From an optimization exercise on the open Yosys and OpenROAD flow, aimed at small area, a short achievable clock period and few clock cycles per item; shortcuts taken in it are not production practice. No run shown here included a check of the RTL's function; only the layout flow was run. Power figures rest on the tool's default switching activity, not on a simulated workload.

### flow/run.sh
#!/bin/bash
# synth_recipe.tcl (not shown) runs the flow's synth.tcl, then flattens the netlist and writes it again
# the make line also repeats each setting of config.mk as NAME=value (left out here)
make -C /OpenROAD-flow-scripts/flow DESIGN_CONFIG=/design/flow/config.mk WORK_HOME=/design/flow/orfs CLKGATE_MAP_FILE= SYNTH_SCRIPT=/design/flow/synth_recipe.tcl finish
### flow/config.mk
export PLATFORM = sky130hd
export DESIGN_NAME = framed_ascii_decimal_parser
export DESIGN_NICKNAME = framed_ascii_decimal_parser
export VERILOG_FILES = /design/flow/design.v
export SDC_FILE = /design/flow/constraint.sdc
export NUM_CORES = 4
export LEC_CHECK = 0
export ABC_AREA = 1
export CAP_MARGIN = 20
export CORE_MARGIN = 2
export CORE_UTILIZATION = 40
export SETUP_SLACK_MARGIN = 3.6
export SLEW_MARGIN = 20
### flow/constraint.sdc
create_clock -name core_clock -period 5.5 [get_ports {clk}]
set_input_delay 1.1000 -clock core_clock [delete_from_list [all_inputs] [get_ports {clk}]]
set_output_delay 1.1000 -clock core_clock [all_outputs]
set_load 0.01 [all_outputs]
### flow/design.v
`timescale 1ns / 1ps
`default_nettype none
module framed_ascii_decimal_parser #(
	parameter int MAX_CHARS = 63,
	parameter int MAX_FRAC_DIGITS = 6
) (
	input wire logic clk,
	input wire logic arst_n,
	input wire logic s_tvalid,
	output logic s_tready,
	input wire logic [7:0] s_tdata,
	output logic m_tvalid,
	input wire logic m_tready,
	output logic [55:0] m_tdata,
	output logic [2:0] m_tuser,
	input wire logic cfg_valid,
	output logic cfg_ready,
	input wire logic cfg_index,
	input wire logic [7:0] cfg_data
);
	logic [7:0] start_q, end_q;
	always_ff @(posedge clk or negedge arst_n) begin
		if (!arst_n) begin
			start_q <= 8'd60;
			end_q <= 8'd62;
		end else if (cfg_valid) begin
			if (cfg_index) end_q <= cfg_data;
			else start_q <= cfg_data;
		end
	end
	assign cfg_ready = 1'b1;
	logic v1_q;
	logic is_start1_q, is_end1_q, is_digit1_q, is_point1_q;
	logic [3:0] e1_q;	 
	logic [3:0] d1;
	logic in_frame_q, point_q, bad_q, trunc_q, sat_q;
	logic [5:0] count_q;
	logic [2:0] frac_q;
	logic [31:0] int_q;
	logic [23:0] bcd_q;	 
	logic busy_q, valid_q;
	logic [1:0] steps_q;
	logic [31:0] int_b_q;
	logic [15:0] fbin_q;
	logic [2:0] frac_b_q;
	logic bad_b_q, trunc_b_q, sat_b_q;
	logic idle, close, open, body, room, fdig, stall, go, handoff;
	assign idle = !busy_q && !valid_q;
	assign open = !in_frame_q && is_start1_q;
	assign close = in_frame_q && is_end1_q;
	assign body = in_frame_q && !is_end1_q;
	assign room = (count_q != 6'd63);
	assign fdig = body && room && is_digit1_q && point_q && (frac_q != 3'd6);
	assign stall = (close && !idle) || (fdig && busy_q);
	assign go = v1_q && !stall;
	assign handoff = v1_q && close && idle;
	logic s_tready_q;
	logic v1_n, is_end1_n, is_digit1_n, in_frame_n, point_n, busy_n, valid_n;
	logic is_digit_in;
	assign s_tready = s_tready_q;
	assign is_digit_in = (s_tdata[7:4] == 4'h3) && (s_tdata[3:0] <= 4'd9);
	assign v1_n = s_tready_q ? s_tvalid : (v1_q && !go);
	assign is_end1_n = s_tready_q ? (s_tdata == end_q) : is_end1_q;
	assign is_digit1_n = s_tready_q ? is_digit_in : is_digit1_q;
	assign in_frame_n = (go && open) ? 1'b1 : (go && close) ? 1'b0 : in_frame_q;
	assign point_n = (go && open) ? 1'b0 :
		(go && body && room && !is_digit1_q && is_point1_q) ? 1'b1 : point_q;
	assign busy_n = handoff || (busy_q && (steps_q != 2'd0));
	assign valid_n = handoff ? valid_q : busy_q ? (valid_q || (steps_q == 2'd0)) : (valid_q && !m_tready);
	always_ff @(posedge clk or negedge arst_n) begin
		if (!arst_n) begin
			v1_q <= 1'b0;
			s_tready_q <= 1'b1;
		end else begin
			v1_q <= v1_n;
			s_tready_q <= !(v1_n && in_frame_n &&
				((is_end1_n && (busy_n || valid_n)) || (is_digit1_n && point_n && busy_n)));
		end
	end
	always_ff @(posedge clk) begin
		if (s_tready) begin
			is_start1_q <= (s_tdata == start_q);
			is_end1_q <= (s_tdata == end_q);
			is_digit1_q <= is_digit_in;
			is_point1_q <= (s_tdata == 8'h2e);
			e1_q <= {s_tdata[3], s_tdata[2] | s_tdata[3], s_tdata[1] | s_tdata[3], s_tdata[0]};
		end
	end
	assign d1 = {e1_q[3], e1_q[2] & !e1_q[3], e1_q[1] & !e1_q[3], e1_q[0]};
	logic [31:0] int_x10;
	logic int_ovf;
	logic [30:0] add_a, add_b, add_s;
	logic add_c;
	assign add_a = {int_q[28:0], e1_q[2], e1_q[1]};
	assign add_b = int_q[30:0];
	assign add_c = e1_q[3];
	always_comb begin
		logic [30:0] g, p, gg, pp;
		g = add_a & add_b;
		p = add_a ^ add_b;
		gg = g;
		pp = p;
		gg[0] = g[0] | (p[0] & add_c);
		for (int l = 0; l < 5; l++) begin
			for (int i = 30; i >= 0; i--) begin
				if ((i >> l) & 1) begin
					gg[i] = gg[i] | (pp[i] & gg[((i >> l) << l) - 1]);
					pp[i] = pp[i] & pp[((i >> l) << l) - 1];
				end
			end
		end
		add_s = p ^ {gg[29:0], add_c};
	end
	assign int_x10 = {add_s, e1_q[0]};
	localparam logic [31:0] OVF_K = 32'h19999999;
	logic [32:0] ovf_gt, ovf_eq;
	always_comb begin
		ovf_gt[32] = 1'b0;
		ovf_eq[32] = 1'b1;
		for (int i = 31; i >= 0; i--) begin
			ovf_gt[i] = ovf_gt[i+1] | (ovf_eq[i+1] & int_q[i] & !OVF_K[i]);
			ovf_eq[i] = ovf_eq[i+1] & (int_q[i] == OVF_K[i]);
		end
	end
	assign int_ovf = ovf_gt[0] | (ovf_eq[0] & (e1_q[3] | (e1_q[2] & e1_q[1])));
	always_ff @(posedge clk or negedge arst_n) begin
		if (!arst_n)
			in_frame_q <= 1'b0;
		else if (go) begin
			if (open)
				in_frame_q <= 1'b1;
			else if (close)
				in_frame_q <= 1'b0;
		end
	end
	always_ff @(posedge clk) begin
		if (go) begin
			if (open) begin
				point_q <= 1'b0;
				bad_q <= 1'b0;
				trunc_q <= 1'b0;
				sat_q <= 1'b0;
				count_q <= 6'd0;
				frac_q <= 3'd0;
				int_q <= 32'd0;
			end else if (body) begin
				if (!room) begin
					trunc_q <= 1'b1;
				end else begin
					count_q <= count_q + 6'd1;
					if (is_digit1_q) begin
						if (point_q) begin
							if (frac_q == 3'd6)
								trunc_q <= 1'b1;
							else
								frac_q <= frac_q + 3'd1;
						end else begin
							int_q <= int_x10;
							if (int_ovf)
								sat_q <= 1'b1;
						end
					end else if (is_point1_q && !point_q) begin
						point_q <= 1'b1;
					end else begin
						bad_q <= 1'b1;
					end
				end
			end
		end
	end
	function automatic logic ge5(input logic [3:0] d);
		ge5 = d[3] | (d[2] & (d[1] | d[0]));
	endfunction
	function automatic logic [23:0] dbl(input logic [23:0] f);
		logic [23:0] r;
		logic b3, b2, b1, b0;
		begin
			for (int j = 0; j < 6; j++) begin
				{b3, b2, b1, b0} = f[4*j +: 4];
				r[4*j+3] = (b2 & !b1 & !b0) | (b3 & b0);
				r[4*j+2] = (b1 & (!b2 | b0)) | (b3 & !b0);
				r[4*j+1] = (!b3 & !b2 & b0) | (b2 & b1 & !b0) | (b3 & !b0);
			end
			r[0] = 1'b0;
			for (int j = 1; j < 6; j++)
				r[4*j] = ge5(f[4*(j-1) +: 4]);
			dbl = r;
		end
	endfunction
	logic [23:0] bcd0, bcd1, bcd2, bcd3, bcd4;
	logic [3:0] fbits;
	logic conv;
	assign bcd0 = bcd_q;
	assign bcd1 = dbl(bcd0);
	assign bcd2 = dbl(bcd1);
	assign bcd3 = dbl(bcd2);
	assign bcd4 = dbl(bcd3);
	assign fbits = {ge5(bcd0[23:20]), ge5(bcd1[23:20]), ge5(bcd2[23:20]), ge5(bcd3[23:20])};
	assign conv = busy_q || handoff;
	always_ff @(posedge clk) begin
		for (int j = 0; j < 6; j++) begin
			if (conv)
				bcd_q[4*(5-j) +: 4] <= bcd4[4*(5-j) +: 4];
			else if (go && fdig && frac_q == 3'(j))
				bcd_q[4*(5-j) +: 4] <= d1;
			else if (go && fdig && frac_q < 3'(j))
				bcd_q[4*(5-j) +: 4] <= 4'd0;
		end
	end
	logic fzero, fsat;
	assign fzero = handoff ? (frac_q == 3'd0) : (frac_b_q == 3'd0);
	assign fsat = handoff ? sat_q : sat_b_q;
	always_ff @(posedge clk) begin
		if (conv)
			fbin_q <= {fbin_q[11:0], (fbits & {4{!fzero}}) | {4{fsat}}};
		if (handoff) begin
			int_b_q <= int_q | {32{sat_q}};
			frac_b_q <= frac_q;
			bad_b_q <= bad_q;
			trunc_b_q <= trunc_q;
			sat_b_q <= sat_q;
		end
	end
	always_ff @(posedge clk or negedge arst_n) begin
		if (!arst_n) begin
			busy_q <= 1'b0;
			valid_q <= 1'b0;
			steps_q <= 2'd0;
		end else begin
			if (handoff) begin
				busy_q <= 1'b1;
				steps_q <= 2'd2;
			end else if (busy_q) begin
				steps_q <= steps_q - 2'd1;
				if (steps_q == 2'd0) begin
					busy_q <= 1'b0;
					valid_q <= 1'b1;
				end
			end else if (m_tready) begin
				valid_q <= 1'b0;
			end
		end
	end
	assign m_tvalid = valid_q;
	assign m_tdata = {5'd0, frac_b_q, int_b_q, fbin_q};
	assign m_tuser = {sat_b_q, trunc_b_q, bad_b_q};
endmodule
`default_nettype wire
==> reports/qor.tcl, run 1 <==
set qor(outcome) {finished clean}
set qor(die_h_um) 157
set qor(netlist_top_cells_area) {sky130_fd_sc_hd__edfxtp_1, sky130_fd_sc_hd__nand2_1, sky130_fd_sc_hd__nor2_1}
set qor(cell_row_count) 55
set qor(yosys_warnings) 1
set qor(net_switching_share_of_the_total_power) 0.257
set qor(final_hold_vio_count) 0
set qor(grt_use_total) 0.194
set qor(area_delta_synth_final_pct) 40.4
set qor(floorplan.core_area_sq_mm) 0.0228
set qor(worst_pin_slew_ns) 0.633
set qor(post-synth-top-area-fraction) 0.409
set qor(rsz0062_at_grt) {yes}
set qor(clockPowerShare) 0.404
set qor(drcViolationCount) 0
set qor(grt_start_max_net_pins) 41
set qor(drt-initial-drc-count) 478
set qor(slew-limit-headroom) 0.578
set qor(post_route_cells_drive_above_1_share) 0.426
set qor(numPortBuffers) 77
set qor(power_switching_w) 0.000738
set qor(dpl_cell_area_sq_mm) 0.0106
set qor(clock_skew_ns) 0.00988
set qor(clock_tree.root_cell) {sky130_fd_sc_hd__clkbuf_16}
set qor(totalNegativeSetupSlack_ns) 0
set qor(fill_cells) 1975
set qor(timing.critical_path.fanout_max) 3
set qor(timing.final.crit_period_ns) 2.49
set qor(maxCapViolCount) 0
set qor(power_per_cell_area_mw_per_mm2) 219
set qor(cp.required_ns) 5.67
set qor(syn-cell-area_sq_mm) 0.00933
set qor(drt_pre_antenna_iters) 4
set qor(wl_per_cell_um) 14.9
set qor(synth_top_cell_by_area) {sky130_fd_sc_hd__edfxtp_1}
set qor(cts-buffers-inserted) 17
set qor(io-pin-count) 84
set qor(synth_cell_type_count) 47
set qor(pwr-share-comb) 0.125
set qor(syn_inst) 1137
set qor(die_x_um) 157
set qor(worst_setup_path_start_kind) {flip-flop}
set qor(fmax_ghz) 0.402
set qor(static_leakage_nw) 5.83
set qor(num-nets-final) 1386
set qor(clock-sinks) 154
set qor(asr_flop_ratio_synth) 0.149
set qor(vias_in_the_first_global_route) 7895
set qor(grt_first_pass_wirelength_um) 37900
set qor(gp_congestion) 0.870
set qor(timing.final.crit_share) 0.453
set qor(worst_hold_path_type) {reg2reg}
set qor(final_design_area_no_fill_sq_mm) 0.0131
set qor(design.die.area_sq_mm) 0.0246
set qor(clockBufferDepth) 2
set qor(synth_seq_area_share) 0.480
set qor(cp-end-kind) {flip-flop}
set qor(number_of_flops_mapped_to_enable_cells_by_yosys) 127
set qor(ctsHoldBuffers) 0
set qor(worst_skew_pair_later_pin_latency_ns) 0.43
set qor(detail-route-antenna-nets) 0
set qor(clock_tree.htree_level_count) 4
set qor(report.power.total_w) 0.00287
set qor(number_of_antenna_violations_at_the_first_check_in_global_routing) 1
set qor(setup_slack_ns) 3.01
set qor(setup.worst_path.class) {reg2reg}
set qor(routed-via-count) 8276
set qor(timing_max_transition_violations_final) 0
set qor(ys_dominant_reg_cell) {sky130_fd_sc_hd__edfxtp_1}
set qor(avgViaCountPerCell) 5.02
set qor(yosys_register_bits) 154
set qor(clk_pin_slew_ns) 0.06
set qor(detailedPlacementHpwl_um) 15500
set qor(ir_drop_mv) 0.192
set qor(grt_overflow_total) 0
set qor(synth_area_per_cell_sq_um) 8.21
set qor(tritoncts) {yes}
set qor(intPower_w) 0.00214
set qor(setup-violations-final) 0
set qor(place_worst_setup_slack_ns) 2.19
set qor(initial_utilization) 0.410
set qor(pwr-share-seq) 0.471
set qor(worst-endpoint-arrival_ns) 2.66
set qor(routed_wirelength_um) 24500
==> per-layer routing <==
layer  share of wire  wire [um]  track usage  vias up
li1                -          -            -     4157
met1            0.46      11300        0.261     3928
met2            0.49      12000        0.317      155
met3           0.031        760       0.0349       36
met4           0.018        445       0.0603        0
met5               0          0            0        -
==> state kept, by name, summed over array words and instances (netlist names), 2 cells and up <==
signal    count
int_b_q      32
start_q       8
bcd_q        24
e1_q          4
frac_b_q      3
steps_q       2
int_q        32
frac_q        3
count_q       6
end_q         8
fbin_q       16
==> area by class of cell <==
type | count | area, sq um | area share
clock buffer | 22 | 507 | 0.0387
clock inverter | 10 | 78.8 | 0.00602
inverter | 145 | 574 | 0.0438
timing repair inverter | 4 | 27.5 | 0.00210
timing repair buffer | 178 | 1380 | 0.106
multi-input combinational | 823 | 5650 | 0.431
tap | 313 | 392 | 0.0299
antenna | 1 | 2.50 | 0.000191
sequential | 154 | 4490 | 0.343
==> metrics by stage <==
| step | util | cells | hold slack [ns] |
|---|---|---|---|
| 2_1_floorplan | - | 1141 | 0.400 |
| 3_3_place_gp | 0.464 | 1512 | 0.402 |
| 3_5_place_dp | 0.464 | 1512 | 0.405 |
| 4_1_cts | 0.520 | 1599 | 0.430 |
| 5_1_grt | 0.575 | 1650 | 0.442 |
| 6_report | 0.575 | 1650 | 0.428 |
==> cells in the final DEF (no fill, tap or decap), drive strengths merged, types with 7 or more instances in the layout <==
cell / count
inv: 145
dfstp: 10
clkdlybuf4s50: 12
clkinv: 8
nand2: 311
nor3: 8
xnor2: 11
nand3: 81
nor2: 141
buf: 162
a21o: 11
o21ai: 90
dfrtp: 13
a21oi: 51
nand4: 14
or2: 25
ha: 35
edfxtp: 127
nor4: 7
clkbuf: 23
==> synth_stat cells, drive strengths merged, types with 2 or more instances <==
master and n:
a21o 11, a21oi 51, a31oi 3, and2 2
buf 11, clkbuf 9, clkinv 2, conb 2
dfrtp 13, dfstp 10, dfxtp 4, edfxtp 127
fa 6, ha 35, inv 143, nand2 310
nand3 81, nand4 14, nor2 141, nor3 8
nor4 7, o21ai 90, o21bai 3, o22ai 5
o31ai 2, or2 25, xnor2 11, xor2 5
==> worst max-delay path, cell delays in order (launching register included) <==
cell,delay (ns)
sky130_fd_sc_hd__edfxtp_1,0.41
sky130_fd_sc_hd__inv_2,0.08
sky130_fd_sc_hd__fa_2,0.39
sky130_fd_sc_hd__inv_2,0.06
sky130_fd_sc_hd__fa_2,0.19
sky130_fd_sc_hd__nand3_2,0.06
sky130_fd_sc_hd__nand2_2,0.08
sky130_fd_sc_hd__nand4_1,0.09
sky130_fd_sc_hd__nand3_2,0.10
sky130_fd_sc_hd__nand3_2,0.09
sky130_fd_sc_hd__nand2_4,0.11
sky130_fd_sc_hd__inv_2,0.04
sky130_fd_sc_hd__fa_2,0.51
sky130_fd_sc_hd__nor2_1,0.04
==> power groups by stage <==
| stage | sequential [W] | combinational [W] | clock [W] |
|---|---|---|---|
| 6_report | 0.00135 | 0.000358 | 0.00116 |
| 5_1_grt | 0.00136 | 0.000403 | 0.00122 |
| 4_1_cts | 0.00135 | 0.000301 | 0.00117 |
| 3_5_place_dp | 0.00138 | 0.000254 | 0 |
| 3_3_place_gp | 0.00138 | 0.000252 | 0 |
| 2_1_floorplan | 0.00137 | 0.000190 | 0 |
==> worst paths after layout <==
kind	startpoint	to	slack, ns	cells after the start
max	e1_q[1]$_DFFE_PP_	int_q[17]$_SDFFCE_PP0P_	3.01	13
min	trunc_q$_SDFFCE_PP0P_	trunc_b_q$_DFFE_PP_	0.43	0
max reg2reg	e1_q[1]$_DFFE_PP_	int_q[17]$_SDFFCE_PP0P_	3.01	13
min reg2reg	trunc_q$_SDFFCE_PP0P_	trunc_b_q$_DFFE_PP_	0.43	0
max in group asynchronous	arst_n	busy_q$_DFF_PN0_	4.46	1
min in group asynchronous	arst_n	start_q[1]$_DFFE_PN0P_	0.64	1
==> repair_timing <==
| action | in CTS | in global routing |
|---|---|---|
| buffers inserted | 51 | 49 |
| gates cloned | 4 | 1 |
| pin swaps | 41 | 109 |
| resized for setup | 390 | 243 |
| setup endpoints to repair | 264 | 218 |
==> cell families (layout without fill, tap and decap cells) <==
logic type      Yosys count  count (layout)  synth area share
simple gates            588             589             0.270
compound gates          171             171             0.103
buf+inv                 165             359            0.0701
flops                   154             154             0.480
fa+ha+maj                41              41            0.0598
xor+xnor                 16              16            0.0150
other cells               2               7          0.000805
==> run 2: changes to the inputs <==
--- a/flow/config.mk
+++ b/flow/config.mk
@@ -9,5 +9,5 @@
 export CAP_MARGIN = 20
 export CORE_MARGIN = 2
 export CORE_UTILIZATION = 40
-export SETUP_SLACK_MARGIN = 3.6
+export SETUP_SLACK_MARGIN = 3.2
 export SLEW_MARGIN = 20
==> run 2 against run 1 <==
Setup slack got worse by 0.0058 ns. First-iteration DRC count increased by 2.1%. Still clean on timing, DRC and antenna. Worst hold slack got worse by 0.0034 ns. Maximum frequency is 0.23% lower. Via count down 5.9%. Area after synthesis is the same. Count of clock-buffer cells in the layout decreased by 4. Register-to-register slack hardly changed. Largest power group unchanged. Die area stayed put.
==> reports/qor.tcl, run 2 <==
set qor(vias_in_the_first_global_route) 7292 ;# -7.6%
set qor(number_of_antenna_violations_at_the_first_check_in_global_routing) 0 ;# -1
set qor(syn-cell-area_sq_mm) 0.00933 ;# unchanged
set qor(detail-route-antenna-nets) 0 ;# unchanged
set qor(routed_wirelength_um) 21600 ;# -12%
set qor(clk_pin_slew_ns) 0.07 ;# about the same
set qor(sequential_cell_area_sq_mm) 0.00448 ;# -0.17%
set qor(netlist_top_cells_area) {sky130_fd_sc_hd__edfxtp_1, sky130_fd_sc_hd__nand2_1, sky130_fd_sc_hd__nor2_1}
set qor(grt_start_max_net_pins) 42 ;# +2.4%
set qor(layout.cells.most_common) {sky130_fd_sc_hd__nand2_1}
set qor(global_route.usage.met3) 0.0324 ;# -0.00249
set qor(clock_tree.root_cell) {sky130_fd_sc_hd__clkbuf_16}
set qor(totalNegativeSetupSlack_ns) 0 ;# unchanged
set qor(initial_utilization) 0.410 ;# unchanged
set qor(slew-limit-headroom) 0.642 ;# +0.0638
set qor(tritoncts) {yes}
set qor(grt_first_pass_wirelength_um) 34900 ;# -7.9%
set qor(synth_top_cell_by_area) {sky130_fd_sc_hd__edfxtp_1}
set qor(syn_inst) 1137 ;# unchanged
set qor(ir_drop_mv) 0.191 ;# -0.89%
set qor(outcome) {finished clean}
set qor(design.die.area_sq_mm) 0.0246 ;# unchanged
set qor(io-pin-count) 84 ;# unchanged
set qor(groute.layer.met1.usage) 0.236 ;# -0.0255
set qor(drt_pre_antenna_iters) 5 ;# +1
set qor(post_synth_most_frequent_cells) {sky130_fd_sc_hd__nand2_1, sky130_fd_sc_hd__nor2_1, sky130_fd_sc_hd__inv_1}
set qor(ys_dominant_reg_cell) {sky130_fd_sc_hd__edfxtp_1}
set qor(die_x_um) 157 ;# unchanged
set qor(asr_flop_ratio_synth) 0.149 ;# unchanged
set qor(maxCapViolCount) 0 ;# unchanged
set qor(routed-via-count) 7786 ;# -5.9%
set qor(cell_row_count) 55 ;# unchanged
set qor(post_route_cells_drive_above_1_share) 0.181 ;# -0.245
set qor(biggest_regs) {int_b_q: 32 flops, int_q: 32 flops, bcd_q: 24 flops}
set qor(cp-end-kind) {flip-flop}
set qor(avgViaCountPerCell) 4.95 ;# -1.3%
set qor(worst-endpoint-arrival_ns) 2.67 ;# about the same
set qor(die_h_um) 157 ;# unchanged
set qor(clock_tree.htree_level_count) 4 ;# unchanged
set qor(cts-buffers-inserted) 17 ;# unchanged
set qor(rsz0062_at_grt) {yes}
set qor(floorplan.core_area_sq_mm) 0.0228 ;# unchanged
set qor(area_delta_synth_final_pct) 23.8
set qor(diodes) 0 ;# -1
set qor(clockBufferDepth) 2 ;# unchanged
set qor(static_leakage_nw) 5.28 ;# -9.4%
set qor(yosys_warnings) 1 ;# unchanged
set qor(post-route-util) 0.507 ;# -0.0680
set qor(worst_skew_pair_later_pin_latency_ns) 0.42 ;# about the same
set qor(cp.required_ns) 5.68 ;# about the same
set qor(worst_pin_slew_ns) 0.533 ;# -0.100 ns
set qor(post-synth-top-count-cell) {sky130_fd_sc_hd__nand2_1}
set qor(worst_hold_path_type) {reg2reg}
set qor(report.power.total_w) 0.00273 ;# -5.0%
set qor(multi_input_logic_area_sq_mm) 0.00459 ;# -19%
set qor(detailedPlacementHpwl_um) 15500 ;# -0.21%
set qor(setup.worst_path.class) {reg2reg}
set qor(numPortBuffers) 77 ;# unchanged
set qor(synth_cell_type_count) 47 ;# unchanged
set qor(power_per_cell_area_mw_per_mm2) 236 ;# +7.7%
set qor(yosys_register_bits) 154 ;# unchanged
set qor(grt-busiest-layer) {met2}
set qor(timing.critical_path.fanout_max) 3 ;# unchanged
set qor(num-nets-final) 1310 ;# -5.5%
set qor(ctsHoldBuffers) 0 ;# unchanged
set qor(setup-violations-final) 0 ;# unchanged
set qor(final_hold_vio_count) 0 ;# unchanged
set qor(fmax_ghz) 0.401 ;# -0.23%
set qor(synth_seq_area_share) 0.480 ;# unchanged
set qor(drt-initial-drc-count) 488 ;# +2.1%
set qor(worst_setup_path_start_kind) {flip-flop}
set qor(grt_overflow_total) 0 ;# unchanged
set qor(post-synth-top-area-fraction) 0.409 ;# unchanged
set qor(drcViolationCount) 0 ;# unchanged
set qor(timing_max_transition_violations_final) 0 ;# unchanged
set qor(gp_congestion) 0.882 ;# +1.4%
set qor(synth_area_per_cell_sq_um) 8.21 ;# unchanged
set qor(number_of_flops_mapped_to_enable_cells_by_yosys) 127 ;# unchanged
set qor(layout.cells.most_common_list) {sky130_fd_sc_hd__nand2_1, sky130_fd_sc_hd__edfxtp_1, sky130_fd_sc_hd__nor2_1}
set qor(wl_per_cell_um) 13.7 ;# -7.6%
set qor(clock-sinks) 154 ;# unchanged
set qor(fill_cells) 2141 ;# +8.4%
set qor(grt_use_total) 0.179 ;# -0.0152
set qor(timing.final.crit_share) 0.454 ;# +0.00105
set qor(timing.final.crit_period_ns) 2.50 ;# +0.00577 ns
set qor(met2_usage_in_global_routing) 0.305 ;# -0.0115
set qor(clock_skew_ns) 0.0112 ;# +0.00127 ns
run 2: worst paths after layout:
kind	start	end	slack, ns	cells after the start
worst min-delay path	trunc_q$_SDFFCE_PP0P_	trunc_b_q$_DFFE_PP_	0.42	0
min in group asynchronous	arst_n	end_q[0]$_DFFE_PN0P_	0.64	1
worst max register to register	e1_q[1]$_DFFE_PP_	int_q[17]$_SDFFCE_PP0P_	3.00	13
worst min register to register	trunc_q$_SDFFCE_PP0P_	trunc_b_q$_DFFE_PP_	0.42	0
max in group asynchronous	arst_n	s_tready_q$_DFF_PN1_	4.49	1
worst max-delay path	e1_q[1]$_DFFE_PP_	int_q[17]$_SDFFCE_PP0P_	3.00	13
run 2: final cells by class:
cell class / count / share of cell area
multi-input combinational: 823 / 0.397
sequential: 154 / 0.388
timing repair buffer: 105 / 0.0846
inverter: 145 / 0.0480
clock buffer: 18 / 0.0390
tap: 313 / 0.0339
clock inverter: 14 / 0.00910
timing repair inverter: 1 / 0.000650
run 2: logic make-up (layout without fill, tap and decap cells):
logic type	count (synthesis)	after routing	synth area share
flip-flops	154	154	0.480
adder cells (fa/ha/maj)	41	41	0.0598
other	2	6	0.000805
AND/OR/NAND/NOR	588	589	0.270
buffers and inverters	165	283	0.0701
AO/OA/AOI/OAI	171	171	0.103
XOR/XNOR	16	16	0.0150
run 2: report_power, final:
| part | leakage, nW | switching, W | internal (W) | total, W |
|---|---|---|---|---|
| Combinational | 3.55 | 0.000160 | 0.000107 | 0.000267 |
| Clock | 0.284 | 0.000498 | 0.000613 | 0.00111 |
| Sequential | 1.45 | 0.0000335 | 0.00132 | 0.00135 |
run 2: critical path, cell delays in order (launching register included):
cell                       delay [ns]
sky130_fd_sc_hd__edfxtp_1        0.39
sky130_fd_sc_hd__inv_2           0.06
sky130_fd_sc_hd__fa_2            0.38
sky130_fd_sc_hd__inv_2           0.07
sky130_fd_sc_hd__fa_2            0.21
sky130_fd_sc_hd__nand3_2         0.07
sky130_fd_sc_hd__nand2_2         0.08
sky130_fd_sc_hd__nand4_1         0.10
sky130_fd_sc_hd__nand3_2         0.10
sky130_fd_sc_hd__nand3_2         0.08
sky130_fd_sc_hd__nand2_4         0.10
sky130_fd_sc_hd__inv_2           0.04
sky130_fd_sc_hd__fa_2            0.51
sky130_fd_sc_hd__nor2_1          0.04
run 2: timing repair:
action                                  CTS  global route
gates cloned                              2             0
pin swaps                                12            20
endpoints found under the setup margin  170            97
setup buffers                            14            10
resized for setup                        97            71
hold endpoints to repair                  0             0
run 2: layer usage:
metal  part of all wire  wire [um]  up-vias
met1               0.47      10100     3643
met3              0.036        778       30
met4              0.013        274        0
met5                  0          0        -
li1                   -          -     3986
met2               0.49      10500      127
run 2: metrics by stage:
step	worst slack (ns)	cells	hold slack, ns	cell area (sq um)
3_5_place_dp	2.59	1515	0.406	10500
5_1_grt	2.86	1573	0.428	11600
4_1_cts	2.99	1563	0.421	11300
3_3_place_gp	2.69	1515	0.405	10500
6_report	3.00	1573	0.425	11600
2_1_floorplan	3.03	1141	0.400	9410
==> run 3: changes to the inputs <==
--- a/flow/config.mk
+++ b/flow/config.mk
@@ -9,5 +9,6 @@
 export CAP_MARGIN = 20
 export CORE_MARGIN = 2
 export CORE_UTILIZATION = 40
+export CTS_BUF_LIST = sky130_fd_sc_hd__clkbuf_8
 export SETUP_SLACK_MARGIN = 3.2
 export SLEW_MARGIN = 20
==> run 3 against run 2 <==
Count of clock-buffer cells in the layout shrank 1. Maximum frequency shrank 0.59%. Global-route usage is essentially flat. Cell count grew 0.76%. Via count shrank 0.23%. Register-to-register slack is essentially flat. Non-clock buffer count grew 12. Total power shrank 10%. Critical endpoint unchanged.
==> reports/qor.tcl, run 3 <==
set qor(asr_flop_ratio_synth) 0.149 ;# unchanged
set qor(io-pin-count) 84 ;# unchanged
set qor(tritoncts) {yes}
set qor(final_hold_vio_count) 0 ;# unchanged
set qor(timing.reg2reg.worst_path_depth) 13 ;# unchanged
set qor(clock_skew_ns) 0.0197 ;# +0.00854 ns
set qor(grt_first_pass_wirelength_um) 34800 ;# -0.36%
set qor(static_leakage_nw) 5.21 ;# -1.4%
set qor(final_design_area_no_fill_sq_mm) 0.0114 ;# -0.91%
set qor(wl_met2_um) 10600 ;# +0.86%
set qor(critical_hold_path_startpoint) {trunc_q$_SDFFCE_PP0P_}
set qor(clock_tree.root_cell) {sky130_fd_sc_hd__clkbuf_8}
set qor(die_x_um) 157 ;# unchanged
set qor(wirelength_met1_um) 10100 ;# +0.48%
set qor(setup-violations-final) 0 ;# unchanged
set qor(worst_pin_slew_ns) 0.535 ;# +0.00229 ns
set qor(number_of_flops_mapped_to_enable_cells_by_yosys) 127 ;# unchanged
set qor(numPortBuffers) 77 ;# unchanged
set qor(clk_pin_slew_ns) 0.09 ;# +0.02 ns
set qor(r2r_start) {e1_q[3]$_DFFE_PP_}
set qor(timing.critical_path.fanout_max) 3 ;# unchanged
set qor(layout.cells.most_common_list) {sky130_fd_sc_hd__nand2_1, sky130_fd_sc_hd__edfxtp_1, sky130_fd_sc_hd__nor2_1}
set qor(power_per_cell_area_mw_per_mm2) 215 ;# -9.2%
set qor(timing.final.crit_period_ns) 2.51 ;# +0.0147 ns
set qor(drt-initial-drc-count) 452 ;# -7.4%
set qor(synth_simple_gate_area_share) 0.270 ;# unchanged
set qor(detailedPlacementHpwl_um) 15500 ;# unchanged
set qor(routed_wirelength_um) 21800 ;# +0.67%
set qor(main_combinational_cell_family_by_area_after_synthesis) {simple AND/OR/NAND/NOR gates}
set qor(grt_overflow_total) 0 ;# unchanged
set qor(detailroute.wirelength.met3_um) 697 ;# -10%
set qor(maxCapViolCount) 0 ;# unchanged
set qor(clock_tree.htree_level_count) 4 ;# unchanged
set qor(ctsHoldBuffers) 0 ;# unchanged
set qor(wl_per_cell_um) 13.7 ;# about the same
set qor(num-nets-final) 1322 ;# +0.92%
set qor(clockBufferDepth) 2 ;# unchanged
set qor(synth_cell_type_count) 47 ;# unchanged
set qor(synth_area_per_cell_sq_um) 8.21 ;# unchanged
set qor(fmax_ghz) 0.398 ;# -0.59%
set qor(detail-route-antenna-nets) 0 ;# unchanged
set qor(routed-via-count) 7768 ;# -0.23%
set qor(syn_inst) 1137 ;# unchanged
set qor(hold-worst-slack_ns) 0.427 ;# +0.00261 ns
set qor(cp-end-kind) {flip-flop}
set qor(setup.worst_path.class) {reg2reg}
set qor(grt_use_total) 0.178 ;# about the same
set qor(synth_adder_area_share) 0.0598 ;# unchanged
set qor(timing.final.crit_share) 0.456 ;# +0.00268
set qor(diodes) 0 ;# unchanged
set qor(gp_congestion) 0.882 ;# unchanged
set qor(layout.cells.most_common) {sky130_fd_sc_hd__nand2_1}
set qor(rsz0062_at_grt) {yes}
set qor(ys_dominant_reg_cell) {sky130_fd_sc_hd__edfxtp_1}
set qor(fill_cells) 2146 ;# +0.23%
set qor(post_route_cells_drive_above_1_share) 0.185 ;# +0.00380
set qor(die_h_um) 157 ;# unchanged
set qor(synth_seq_area_share) 0.480 ;# unchanged
set qor(drcViolationCount) 0 ;# unchanged
set qor(cp.required_ns) 5.73 ;# +0.05 ns
set qor(slew-limit-headroom) 0.642 ;# about the same
set qor(post-synth-top-count-cell) {sky130_fd_sc_hd__nand2_1}
set qor(biggest_regs) {int_b_q: 32 flops, int_q: 32 flops, bcd_q: 24 flops}
set qor(report.power.total_w) 0.00246 ;# -10%
set qor(post_synth_xor_area_fraction) 0.0150 ;# unchanged
set qor(design.die.area_sq_mm) 0.0246 ;# unchanged
set qor(totalNegativeSetupSlack_ns) 0 ;# unchanged
set qor(worstReg2RegEnd) {int_q[17]$_SDFFCE_PP0P_}
set qor(yosys_warnings) 1 ;# unchanged
set qor(vias_in_the_first_global_route) 7328 ;# +0.49%
set qor(area_delta_synth_final_pct) 22.7
set qor(cts-buffers-inserted) 17 ;# unchanged
set qor(initial_utilization) 0.410 ;# unchanged
set qor(grt_start_max_net_pins) 42 ;# unchanged
set qor(cell_row_count) 55 ;# unchanged
set qor(clock-sinks) 154 ;# unchanged
set qor(post-synth-top-area-fraction) 0.409 ;# unchanged
set qor(ir_drop_mv) 0.147 ;# -23%
set qor(outcome) {finished clean}
set qor(post_synth_mux_area_share) 0 ;# unchanged
set qor(drt_pre_antenna_iters) 5 ;# unchanged
set qor(worst-endpoint-arrival_ns) 2.74 ;# +0.07 ns
set qor(worst_hold_path_type) {reg2reg}
set qor(number_of_antenna_violations_at_the_first_check_in_global_routing) 0 ;# unchanged
set qor(avgViaCountPerCell) 4.90 ;# -0.99%
set qor(worst_setup_path_start_kind) {flip-flop}
set qor(synth-compound-area-share) 0.103 ;# unchanged
set qor(floorplan.core_area_sq_mm) 0.0228 ;# unchanged
set qor(yosys_register_bits) 154 ;# unchanged
set qor(syn-cell-area_sq_mm) 0.00933 ;# unchanged
set qor(worst_hold_path.endpoint) {trunc_b_q$_DFFE_PP_}
set qor(max_layer_used) {met4}
set qor(timing_max_transition_violations_final) 0 ;# unchanged
set qor(netlist_top_cells_area) {sky130_fd_sc_hd__edfxtp_1, sky130_fd_sc_hd__nand2_1, sky130_fd_sc_hd__nor2_1}
set qor(dpl_cell_area_sq_mm) 0.0105 ;# unchanged
set qor(worstSetupStartpoint) {e1_q[3]$_DFFE_PP_}
set qor(hold_depth) 0 ;# unchanged
set qor(synth_top_cell_by_area) {sky130_fd_sc_hd__edfxtp_1}
set qor(regToRegSetupSlack_ns) 2.99 ;# about the same
set qor(worst_skew_pair_later_pin_latency_ns) 0.48 ;# +0.06 ns
set qor(post_synth_most_frequent_cells) {sky130_fd_sc_hd__nand2_1, sky130_fd_sc_hd__nor2_1, sky130_fd_sc_hd__inv_1}
run 3: worst max-delay path by stage:
stage / end / slack, ns / depth (start not counted)
after detailed placement: int_q[30]$_SDFFCE_PP0P_ / 2.59 / 7
final: int_q[17]$_SDFFCE_PP0P_ / 2.99 / 13
after floorplan: int_q[17]$_SDFFCE_PP0P_ / 3.03 / 14
after CTS: int_q[17]$_SDFFCE_PP0P_ / 2.99 / 13
after global routing: int_q[25]$_SDFFCE_PP0P_ / 2.87 / 16
after global placement: int_q[30]$_SDFFCE_PP0P_ / 2.69 / 7
run 3: repair_timing:
item | in CTS | in global routing
resized for setup | 99 | 79
gates cloned | 2 | 1
setup endpoints to repair | 170 | 108
endpoints found under the hold margin | 0 | 0
pin swaps | 5 | 20
buffers inserted | 14 | 21
run 3: power by group:
group / switching, W / internal, W
clock network: 0.000465 / 0.000366
logic: 0.000162 / 0.000114
registers: 0.0000344 / 0.00131
total: 0.000661 / 0.00179
run 3: cell families after synthesis:
logic type | Yosys count
and+or+nand+nor | 588
AOI/OAI and AO/OA | 171
buffers and inverters | 165
DFF | 154
adders and majority gates | 41
xor gates and xnor gates | 16
other | 2
run 3: metrics by stage:
stage | cells | worst slack [ns] | util
3_5_place_dp | 1515 | 2.59 | 0.460
4_1_cts | 1563 | 2.99 | 0.485
3_3_place_gp | 1515 | 2.69 | 0.460
6_report | 1585 | 2.99 | 0.503
2_1_floorplan | 1141 | 3.03 | -
5_1_grt | 1585 | 2.87 | 0.503
run 3: worst max-delay path: stages (launching register included):
cell	delay, ns
sky130_fd_sc_hd__edfxtp_1	0.43
sky130_fd_sc_hd__inv_4	0.05
sky130_fd_sc_hd__fa_2	0.38
sky130_fd_sc_hd__inv_2	0.07
sky130_fd_sc_hd__fa_2	0.21
sky130_fd_sc_hd__nand3_2	0.07
sky130_fd_sc_hd__nand2_2	0.08
sky130_fd_sc_hd__nand4_1	0.10
sky130_fd_sc_hd__nand3_2	0.10
sky130_fd_sc_hd__nand3_2	0.09
sky130_fd_sc_hd__nand2_4	0.10
sky130_fd_sc_hd__inv_2	0.04
sky130_fd_sc_hd__fa_2	0.51
sky130_fd_sc_hd__nor2_1	0.04
run 3: layout make-up:
cell class / instances / area (sq um) / area share
multi-input cells: 823 / 4550 / 0.397
well taps: 313 / 392 / 0.0342
flip-flops and latches: 154 / 4490 / 0.392
clock buffers: 17 / 234 / 0.0204
clock inverters: 15 / 135 / 0.0118
inverters: 145 / 554 / 0.0484
repair buffers: 117 / 1090 / 0.0952
repair inverters: 1 / 7.51 / 0.000656
run 3: per-layer routing:
| metal | track usage | vias to the layer above |
|---|---|---|
| met3 | 0.0302 | 32 |
| met4 | 0.0537 | 0 |
| met2 | 0.306 | 121 |
| met5 | 0 | - |
| met1 | 0.231 | 3606 |
| li1 | - | 4009 |
==> run 4: changes to the inputs <==
--- a/flow/design.v
+++ b/flow/design.v
@@ -94,23 +94,7 @@
 	assign add_a = {int_q[28:0], e1_q[2], e1_q[1]};
 	assign add_b = int_q[30:0];
 	assign add_c = e1_q[3];
-	always_comb begin
-		logic [30:0] g, p, gg, pp;
-		g = add_a & add_b;
-		p = add_a ^ add_b;
-		gg = g;
-		pp = p;
-		gg[0] = g[0] | (p[0] & add_c);
-		for (int l = 0; l < 5; l++) begin
-			for (int i = 30; i >= 0; i--) begin
-				if ((i >> l) & 1) begin
-					gg[i] = gg[i] | (pp[i] & gg[((i >> l) << l) - 1]);
-					pp[i] = pp[i] & pp[((i >> l) << l) - 1];
-				end
-			end
-		end
-		add_s = p ^ {gg[29:0], add_c};
-	end
+	assign add_s = add_a + add_b + {30'd0, add_c};
 	assign int_x10 = {add_s, e1_q[0]};
 	localparam logic [31:0] OVF_K = 32'h19999999;
 	logic [32:0] ovf_gt, ovf_eq;
--- a/flow/config.mk
+++ b/flow/config.mk
@@ -9,6 +9,5 @@
 export CAP_MARGIN = 20
 export CORE_MARGIN = 2
 export CORE_UTILIZATION = 40
-export CTS_BUF_LIST = sky130_fd_sc_hd__clkbuf_8
 export SETUP_SLACK_MARGIN = 3.2
 export SLEW_MARGIN = 20
==> run 4 against run 3 <==
Still clean. Design area grew 7.9%. Synthesized cell count grew 7.1%. Utilization grew 2.1 points. Cell count grew 7.1%. Non-clock buffer count grew 25. Count of clock-buffer cells in the layout is the same. First-iteration DRC count grew 71%. Critical endpoint unchanged. Largest cell class unchanged.
==> reports/qor.tcl, run 4 <==
set qor(post-route-util) 0.523 ;# +0.0207
set qor(regToRegSetupSlack_ns) 3.06 ;# +0.07 ns
set qor(worst_setup_path_start_kind) {flip-flop}
set qor(worstSetupStartpoint) {e1_q[1]$_DFFE_PP_}
set qor(slew-limit-headroom) 0.458 ;# -0.184
set qor(fmax_ghz) 0.411 ;# +3.0%
set qor(cp.depth) 15 ;# +2
set qor(synth_cell_type_count) 51 ;# +8.5%
set qor(timing.final.crit_share) 0.443 ;# -0.0135
set qor(ir_drop_mv) 0.154 ;# +4.9%
set qor(static_leakage_nw) 5.44 ;# +4.4%
set qor(die_h_um) 159 ;# +1.7%
set qor(layout.cells.most_common) {sky130_fd_sc_hd__nand2_1}
set qor(num-nets-final) 1426 ;# +7.9%
set qor(dpl_cell_area_sq_mm) 0.0108 ;# +2.8%
set qor(setup.worst_path.class) {reg2reg}
set qor(yosys_warnings) 1 ;# unchanged
set qor(wl_per_cell_um) 14.9 ;# +8.2%
set qor(vias_in_the_first_global_route) 7841 ;# +7.0%
set qor(critPathCapture) {int_q[17]$_SDFFCE_PP0P_}
set qor(cp-end-kind) {flip-flop}
set qor(timing.critical_path.fanout_max) 3 ;# unchanged
set qor(yosys_register_bits) 154 ;# unchanged
set qor(worst_skew_pair_later_pin_latency_ns) 0.43 ;# -0.05 ns
set qor(number_of_flops_mapped_to_enable_cells_by_yosys) 127 ;# unchanged
set qor(avgViaCountPerCell) 5.15 ;# +5.1%
set qor(ys_dominant_reg_cell) {sky130_fd_sc_hd__edfxtp_1}
set qor(design.die.area_sq_mm) 0.0254 ;# +3.5%
set qor(drt-initial-drc-count) 771 ;# +71%
set qor(diodes) 0 ;# unchanged
set qor(clock_tree.root_cell) {sky130_fd_sc_hd__clkbuf_16}
set qor(die_x_um) 159 ;# +1.7%
set qor(drt_pre_antenna_iters) 6 ;# +1
set qor(power_per_cell_area_mw_per_mm2) 228 ;# +6.2%
set qor(area_delta_synth_final_pct) 27.8
set qor(slowest_delay_ns) 0.44 ;# -0.07 ns
set qor(number_of_antenna_violations_at_the_first_check_in_global_routing) 0 ;# unchanged
set qor(netlist_top_cells_area) {sky130_fd_sc_hd__edfxtp_1, sky130_fd_sc_hd__nand2_1, sky130_fd_sc_hd__inv_1}
set qor(grt_use_total) 0.191 ;# +0.0128
set qor(report.power.total_w) 0.00282 ;# +15%
set qor(worst-endpoint-arrival_ns) 2.72 ;# -0.02 ns
set qor(syn_inst) 1218 ;# +7.1%
set qor(gp_congestion) 0.901 ;# +2.2%
set qor(drcViolationCount) 0 ;# unchanged
set qor(detailedPlacementHpwl_um) 17900 ;# +15%
set qor(tritoncts) {yes}
set qor(clock-sinks) 154 ;# unchanged
set qor(cp_common_cell) {sky130_fd_sc_hd__inv_2}
set qor(worstReg2RegEnd) {int_q[17]$_SDFFCE_PP0P_}
set qor(r2r_start) {e1_q[1]$_DFFE_PP_}
set qor(routed-via-count) 8744 ;# +13%
set qor(timing.final.crit_period_ns) 2.44 ;# -0.0741 ns
set qor(critPathTopFamily) {compound AO/OA/AOI/OAI gates}
set qor(synth_seq_area_share) 0.464 ;# -0.0167
set qor(final_hold_vio_count) 0 ;# unchanged
set qor(setup-violations-final) 0 ;# unchanged
set qor(syn-cell-area_sq_mm) 0.00967 ;# +3.6%
set qor(synth_area_per_cell_sq_um) 7.94 ;# -3.3%
set qor(grt_start_max_net_pins) 38 ;# -9.5%
set qor(numPortBuffers) 77 ;# unchanged
set qor(clk_pin_slew_ns) 0.07 ;# -0.02 ns
set qor(clockBufferDepth) 2 ;# unchanged
set qor(clock_tree.htree_level_count) 4 ;# unchanged
set qor(worst_hold_path_type) {reg2reg}
set qor(routed_wirelength_um) 25200 ;# +16%
set qor(maxCapViolCount) 0 ;# unchanged
set qor(crit_path_cell_trace) {inv_2, fa_2, inv_2, fa_2, nand2_2, nand2_2, o21ai_4, inv_2, a21oi_4, inv_2, a21oi_4, buf_4, buf_6, o21ai_2, a21oi_2}
set qor(floorplan.core_area_sq_mm) 0.0236 ;# +3.7%
set qor(asr_flop_ratio_synth) 0.149 ;# unchanged
set qor(post_route_cells_drive_above_1_share) 0.199 ;# +0.0147
set qor(biggest_regs) {int_b_q: 32 flops, int_q: 32 flops, bcd_q: 24 flops}
set qor(timing.critical_path.buf_inv) 6 ;# +3
set qor(clock_skew_ns) 0.0143 ;# -0.00536 ns
set qor(outcome) {finished clean}
set qor(ctsHoldBuffers) 0 ;# unchanged
set qor(timing_max_transition_violations_final) 0 ;# unchanged
set qor(post-synth-top-count-cell) {sky130_fd_sc_hd__nand2_1}
set qor(io-pin-count) 84 ;# unchanged
set qor(initial_utilization) 0.409 ;# about the same
set qor(synth_top_cell_by_area) {sky130_fd_sc_hd__edfxtp_1}
set qor(worst_pin_slew_ns) 0.813 ;# +0.277 ns
set qor(totalNegativeSetupSlack_ns) 0 ;# unchanged
set qor(cp.required_ns) 5.78 ;# +0.05 ns
set qor(hold-worst-slack_ns) 0.425 ;# -0.00242 ns
set qor(cts-buffers-inserted) 17 ;# unchanged
set qor(critPathSlowestCell) {sky130_fd_sc_hd__edfxtp_1}
set qor(cell_row_count) 56 ;# +1.8%
set qor(detail-route-antenna-nets) 0 ;# unchanged
set qor(grt_overflow_total) 0 ;# unchanged
set qor(grt_first_pass_wirelength_um) 39100 ;# +13%
set qor(timing.reg2reg.worst_path_depth) 15 ;# +2
set qor(post_synth_most_frequent_cells) {sky130_fd_sc_hd__nand2_1, sky130_fd_sc_hd__inv_1, sky130_fd_sc_hd__nor2_1}
set qor(final_design_area_no_fill_sq_mm) 0.0124 ;# +7.9%
set qor(rsz0062_at_grt) {yes}
set qor(post-synth-top-area-fraction) 0.395 ;# -0.0142
set qor(layout.cells.most_common_list) {sky130_fd_sc_hd__nand2_1, sky130_fd_sc_hd__inv_1, sky130_fd_sc_hd__nor2_1}
[run 4: worst min path at each step]
| stage | to | cells past startpoint | from | slack, ns |
|---|---|---|---|---|
| after floorplan | bad_b_q$_DFFE_PP_ | 0 | bad_q$_SDFFCE_PP0P_ | 0.40 |
| after global placement | bad_b_q$_DFFE_PP_ | 0 | bad_q$_SDFFCE_PP0P_ | 0.41 |
| after detailed placement | trunc_b_q$_DFFE_PP_ | 0 | trunc_q$_SDFFCE_PP0P_ | 0.41 |
| after CTS | trunc_b_q$_DFFE_PP_ | 0 | trunc_q$_SDFFCE_PP0P_ | 0.43 |
| after global routing | trunc_b_q$_DFFE_PP_ | 0 | trunc_q$_SDFFCE_PP0P_ | 0.44 |
| final | trunc_b_q$_DFFE_PP_ | 0 | trunc_q$_SDFFCE_PP0P_ | 0.42 |
[run 4: cell families (layout without fill, tap and decap cells)]
kind of cell | Yosys count | count (layout) | synth area share
compound gates | 227 | 227 | 0.129
xor+xnor | 14 | 14 | 0.0127
fa+ha+maj | 38 | 38 | 0.0507
buf+inv | 169 | 325 | 0.0696
flops | 154 | 154 | 0.464
other cells | 2 | 6 | 0.000777
simple gates | 614 | 615 | 0.273
[run 4: metrics by stage]
step                setup WS, ns  cells
floorplan                   3.21   1222
global placement            2.41   1601
detailed placement          2.31   1601
CTS                         3.05   1657
global route                2.94   1698
finish                      3.06   1698
[run 4: repair_timing]
item                                    in CTS  in global routing
setup buffers                               22                 39
endpoints found under the setup margin     180                 95
hold endpoints to repair                     0                  0
gates cloned                                 2                  2
pin swaps                                   11                 29
resized for setup                          101                113
[run 4: area by class of cell]
class                      instances  area, sq um
fill                            2176        11300
multi-input combinational        900         5030
sequential                       154         4480
timing repair buffer             142         1240
inverter                         149          592
clock buffer                      17          425
tap                              319          399
clock inverter                    15          165
timing repair inverter             2         16.3
[run 4: power by group]
part	switching (W)	internal [W]	total (W)
Sequential	0.0000358	0.00132	0.00135
Clock	0.000558	0.000613	0.00117
Combinational	0.000172	0.000120	0.000292
Total	0.000765	0.00205	0.00282
[run 4: layer usage]
metal / GRT usage / vias up / share of wire
li1: - / 4370 / -
met1: 0.266 / 4076 / 0.47
met2: 0.304 / 266 / 0.46
met3: 0.0349 / 32 / 0.054
met4: 0.0599 / 0 / 0.019
met5: 0 / - / 0
==> run 5: changes to the inputs <==
--- a/flow/config.mk
+++ b/flow/config.mk
@@ -9,5 +9,6 @@
 export CAP_MARGIN = 20
 export CORE_MARGIN = 2
 export CORE_UTILIZATION = 40
+export CTS_BUF_LIST = sky130_fd_sc_hd__clkbuf_8
 export SETUP_SLACK_MARGIN = 3.2
 export SLEW_MARGIN = 20
==> run 5 against run 4 <==
Design area down 3.7%. Worst hold slack better by 0.014 ns. Sequential share of layout area up 1.4 points. Sequential power about the same. Flip-flop and latch count unchanged. Critical endpoint is now int_q[25]$_SDFFCE_PP0P_. Largest power group unchanged.
==> reports/qor.tcl, run 5 <==
set qor(die_x_um) 159 ;# unchanged
set qor(wl_per_cell_um) 14.6 ;# -1.8%
set qor(layout.cells.most_common) {sky130_fd_sc_hd__nand2_1}
set qor(number_of_flops_mapped_to_enable_cells_by_yosys) 127 ;# unchanged
set qor(power_switching_w) 0.000727 ;# -4.9%
set qor(routed-via-count) 8584 ;# -1.8%
set qor(gp_congestion) 0.901 ;# unchanged
set qor(cp.required_ns) 5.73 ;# -0.05 ns
set qor(yosys_register_bits) 154 ;# unchanged
set qor(drt_pre_antenna_iters) 5 ;# -1
set qor(detailedPlacementHpwl_um) 17900 ;# unchanged
set qor(grt_use_total) 0.192 ;# +0.000896
set qor(drt-initial-drc-count) 755 ;# -2.1%
set qor(floorplan.core_area_sq_mm) 0.0236 ;# unchanged
set qor(report.power.total_w) 0.00251 ;# -11%
set qor(routed_wirelength_um) 24600 ;# -2.4%
set qor(clk_pin_slew_ns) 0.10 ;# +0.03 ns
set qor(area_delta_synth_final_pct) 23.1
set qor(post-synth-top-count-cell) {sky130_fd_sc_hd__nand2_1}
set qor(fmax_ghz) 0.411 ;# about the same
set qor(die_h_um) 159 ;# unchanged
set qor(numPortBuffers) 77 ;# unchanged
set qor(timing.final.crit_share) 0.443 ;# about the same
set qor(pwr-share-comb) 0.113 ;# +0.009
set qor(clock_tree.htree_level_count) 4 ;# unchanged
set qor(biggest_regs) {int_b_q: 32 flops, int_q: 32 flops, bcd_q: 24 flops}
set qor(grt_first_pass_wirelength_um) 39200 ;# +0.11%
set qor(netlist_top_cells_area) {sky130_fd_sc_hd__edfxtp_1, sky130_fd_sc_hd__nand2_1, sky130_fd_sc_hd__inv_1}
set qor(rsz0062_at_grt) {yes}
set qor(cell_row_count) 56 ;# unchanged
set qor(timing.critical_path.fanout_max) 3 ;# unchanged
set qor(fill_cells) 2235 ;# +2.7%
set qor(io-pin-count) 84 ;# unchanged
set qor(synth_seq_area_share) 0.464 ;# unchanged
set qor(syn_inst) 1218 ;# unchanged
set qor(syn-cell-area_sq_mm) 0.00967 ;# unchanged
set qor(outcome) {finished clean}
set qor(post-synth-top-area-fraction) 0.395 ;# unchanged
set qor(post_synth_most_frequent_cells) {sky130_fd_sc_hd__nand2_1, sky130_fd_sc_hd__inv_1, sky130_fd_sc_hd__nor2_1}
set qor(worst_pin_slew_ns) 0.814 ;# +0.000934 ns
set qor(critPathSlowestCell) {sky130_fd_sc_hd__edfxtp_1}
set qor(pwr-share-seq) 0.539 ;# +0.059
set qor(clockBufferDepth) 2 ;# unchanged
set qor(cp-end-kind) {flip-flop}
set qor(num-nets-final) 1416 ;# -0.70%
set qor(clock_skew_ns) 0.0233 ;# +0.00900 ns
set qor(worst-endpoint-arrival_ns) 2.67 ;# -0.05 ns
set qor(crit_path_cell_trace) {inv_2, fa_2, inv_2, fa_2, nand2_2, nand2_2, o21ai_2, inv_1, a21oi_2, inv_2, a21oi_4, nor2_1, nand2_1, nand2_2, nor2_1, nor2_1}
set qor(asr_flop_ratio_synth) 0.149 ;# unchanged
set qor(grt_overflow_total) 0 ;# unchanged
set qor(tritoncts) {yes}
set qor(post-route-util) 0.504 ;# -0.0195
set qor(clock-sinks) 154 ;# unchanged
set qor(worst_hold_path_type) {reg2reg}
set qor(power_per_cell_area_mw_per_mm2) 211 ;# -7.5%
set qor(synth_cell_type_count) 51 ;# unchanged
set qor(ctsHoldBuffers) 0 ;# unchanged
set qor(layout.cells.most_common_list) {sky130_fd_sc_hd__nand2_1, sky130_fd_sc_hd__inv_1, sky130_fd_sc_hd__nor2_1}
set qor(synth_area_per_cell_sq_um) 7.94 ;# unchanged
set qor(intPower_w) 0.00178 ;# -13%
set qor(number_of_antenna_violations_at_the_first_check_in_global_routing) 0 ;# unchanged
set qor(ys_dominant_reg_cell) {sky130_fd_sc_hd__edfxtp_1}
set qor(worst_setup_path_start_kind) {flip-flop}
set qor(vias_in_the_first_global_route) 7854 ;# +0.17%
set qor(grt_start_max_net_pins) 38 ;# unchanged
set qor(yosys_warnings) 1 ;# unchanged
set qor(timing_max_transition_violations_final) 0 ;# unchanged
set qor(avgViaCountPerCell) 5.09 ;# -1.2%
set qor(setup-violations-final) 0 ;# unchanged
set qor(setup.worst_path.class) {reg2reg}
set qor(design.die.area_sq_mm) 0.0254 ;# unchanged
set qor(clockPowerShare) 0.348 ;# -0.068
set qor(drcViolationCount) 0 ;# unchanged
set qor(ir_drop_mv) 0.110 ;# -29%
set qor(initial_utilization) 0.409 ;# unchanged
set qor(slowest_delay_ns) 0.45 ;# about the same
set qor(diodes) 0 ;# unchanged
set qor(critPathTopFamily) {adder cells}
set qor(totalNegativeSetupSlack_ns) 0 ;# unchanged
set qor(timing.final.crit_period_ns) 2.43 ;# -0.00177 ns
set qor(post_route_cells_drive_above_1_share) 0.183 ;# -0.0161
set qor(slew-limit-headroom) 0.457 ;# -0.000623
set qor(net_switching_share_of_the_total_power) 0.290 ;# +0.0185
set qor(synth_top_cell_by_area) {sky130_fd_sc_hd__edfxtp_1}
set qor(worst_skew_pair_later_pin_latency_ns) 0.48 ;# +0.05 ns
set qor(detail-route-antenna-nets) 0 ;# unchanged
set qor(maxCapViolCount) 0 ;# unchanged
set qor(final_hold_vio_count) 0 ;# unchanged
set qor(static_leakage_nw) 5.23 ;# -3.8%
set qor(clock_tree.root_cell) {sky130_fd_sc_hd__clkbuf_8}
set qor(cts-buffers-inserted) 17 ;# unchanged
set qor(timing.critical_path.buf_inv) 4 ;# -2
run 5: cell counts after synthesis:
No cell type changed its count.
run 5: final timing paths:
path | startpoint | endpoint | depth (start not counted) | slack (ns)
min in group asynchronous | arst_n | start_q[6]$_DFFE_PN0P_ | 2 | 0.96
min reg2reg | trunc_q$_SDFFCE_PP0P_ | trunc_b_q$_DFFE_PP_ | 0 | 0.44
min | trunc_q$_SDFFCE_PP0P_ | trunc_b_q$_DFFE_PP_ | 0 | 0.44
max | e1_q[1]$_DFFE_PP_ | int_q[25]$_SDFFCE_PP0P_ | 16 | 3.07
max reg2reg | e1_q[1]$_DFFE_PP_ | int_q[25]$_SDFFCE_PP0P_ | 16 | 3.07
max in group asynchronous | arst_n | s_tready_q$_DFF_PN1_ | 2 | 4.24
run 5: cells by family (layout without fill, tap and decap cells):
family	Yosys count	count (layout)	share of synthesized area
AO/OA/AOI/OAI	227	227	0.129
XOR/XNOR	14	14	0.0127
adder cells (fa/ha/maj)	38	38	0.0507
buffers and inverters	169	315	0.0696
flip-flops	154	154	0.464
other	2	6	0.000777
AND/OR/NAND/NOR	614	615	0.273
run 5: power groups by stage:
stage	clock network [W]	registers, W	logic, W
after floorplan	0	0.00137	0.000184
after global placement	0	0.00138	0.000252
after detailed placement	0	0.00138	0.000255
after CTS	0.000884	0.00135	0.000266
after global routing	0.000939	0.00136	0.000321
final	0.000873	0.00135	0.000282
run 5: what timing repair did:
| item | 4_1_cts | 5_1_grt |
|---|---|---|
| gates cloned | 2 | 1 |
| resized for setup | 117 | 95 |
| pin swaps | 11 | 19 |
| buffers inserted | 21 | 31 |
| endpoints found under the setup margin | 180 | 122 |
run 5: cell type report:
cell class                 count  area [sq um]  area share
clock buffer                  17           234      0.0197
clock inverter                15           165      0.0139
inverter                     149           594      0.0500
multi-input combinational    900          4870       0.410
sequential                   154          4480       0.377
tap                          319           399      0.0336
timing repair buffer         132          1130      0.0950
timing repair inverter         2          16.3     0.00137
run 5: per-layer routing:
layer | GRT usage | up-vias | share of wire
met5 | 0 | - | 0
met4 | 0.0562 | 0 | 0.015
met3 | 0.0393 | 26 | 0.054
met2 | 0.308 | 255 | 0.46
met1 | 0.264 | 3951 | 0.47
li1 | - | 4352 | -
run 5: worst reg2reg max path, stage by stage (launching register included):
cell and delay [ns]:
sky130_fd_sc_hd__edfxtp_1 0.45, sky130_fd_sc_hd__inv_2 0.10, sky130_fd_sc_hd__fa_2 0.19, sky130_fd_sc_hd__inv_2 0.04, sky130_fd_sc_hd__fa_2 0.35, sky130_fd_sc_hd__nand2_2 0.08
sky130_fd_sc_hd__nand2_2 0.05, sky130_fd_sc_hd__o21ai_2 0.06, sky130_fd_sc_hd__inv_1 0.07, sky130_fd_sc_hd__a21oi_2 0.17, sky130_fd_sc_hd__inv_2 0.08, sky130_fd_sc_hd__a21oi_4 0.19
sky130_fd_sc_hd__nor2_1 0.07, sky130_fd_sc_hd__nand2_1 0.08, sky130_fd_sc_hd__nand2_2 0.06, sky130_fd_sc_hd__nor2_1 0.08, sky130_fd_sc_hd__nor2_1 0.05
run 5: metrics by stage:
| stage | setup WS, ns | hold slack [ns] | area, sq um | std cells |
|---|---|---|---|---|
| 6_report | 3.07 | 0.439 | 11900 | 1688 |
| 4_1_cts | 3.08 | 0.435 | 11400 | 1656 |
| 5_1_grt | 2.92 | 0.450 | 11900 | 1688 |
| 2_1_floorplan | 3.21 | 0.400 | 9700 | 1222 |
| 3_3_place_gp | 2.41 | 0.406 | 10800 | 1601 |
| 3_5_place_dp | 2.31 | 0.406 | 10800 | 1601 |

-- afterwards: timing with drivers on the ports --
The results above use ideal ports. As a check the final layouts listed here were re-extracted and re-timed, cells and wires unchanged.
Step 1 (the two cells are an assumption about what drives the block):
set clk [get_ports {clk}]
set_driving_cell -lib_cell sky130_fd_sc_hd__clkbuf_16 $clk
set_driving_cell -lib_cell sky130_fd_sc_hd__buf_2 [delete_from_list [all_inputs] $clk]
Step 2, shift: input delay + t, output delay - t, t = (earliest + latest rising clock arrival at the registers) / 2. This alone moves slack from input paths to output paths.
Slacks: ideal ports / drivers / drivers and shift; pairs: ideal ports / drivers.
run | t (ns) | setup WS [ns] | latest minus earliest clock arrival (ns)
run 1 | 0.470 | 3.011 / 3.011 / 3.011 | 0.010 / 0.010
run 2 | 0.464 | 3.005 / 3.005 / 2.912 | 0.013 / 0.014
run 3 | 0.512 | 2.990 / 2.990 / 2.900 | 0.021 / 0.021
run 4 | 0.475 | 3.064 / 3.064 / 2.811 | 0.016 / 0.015
run 5 | 0.508 | 3.066 / 3.066 / 2.829 | 0.024 / 0.023
After both steps every run listed still meets setup and hold. The setup slack of run 4, which loses most, moves by 0.000 ns with the drivers and by -0.253 ns with both steps.
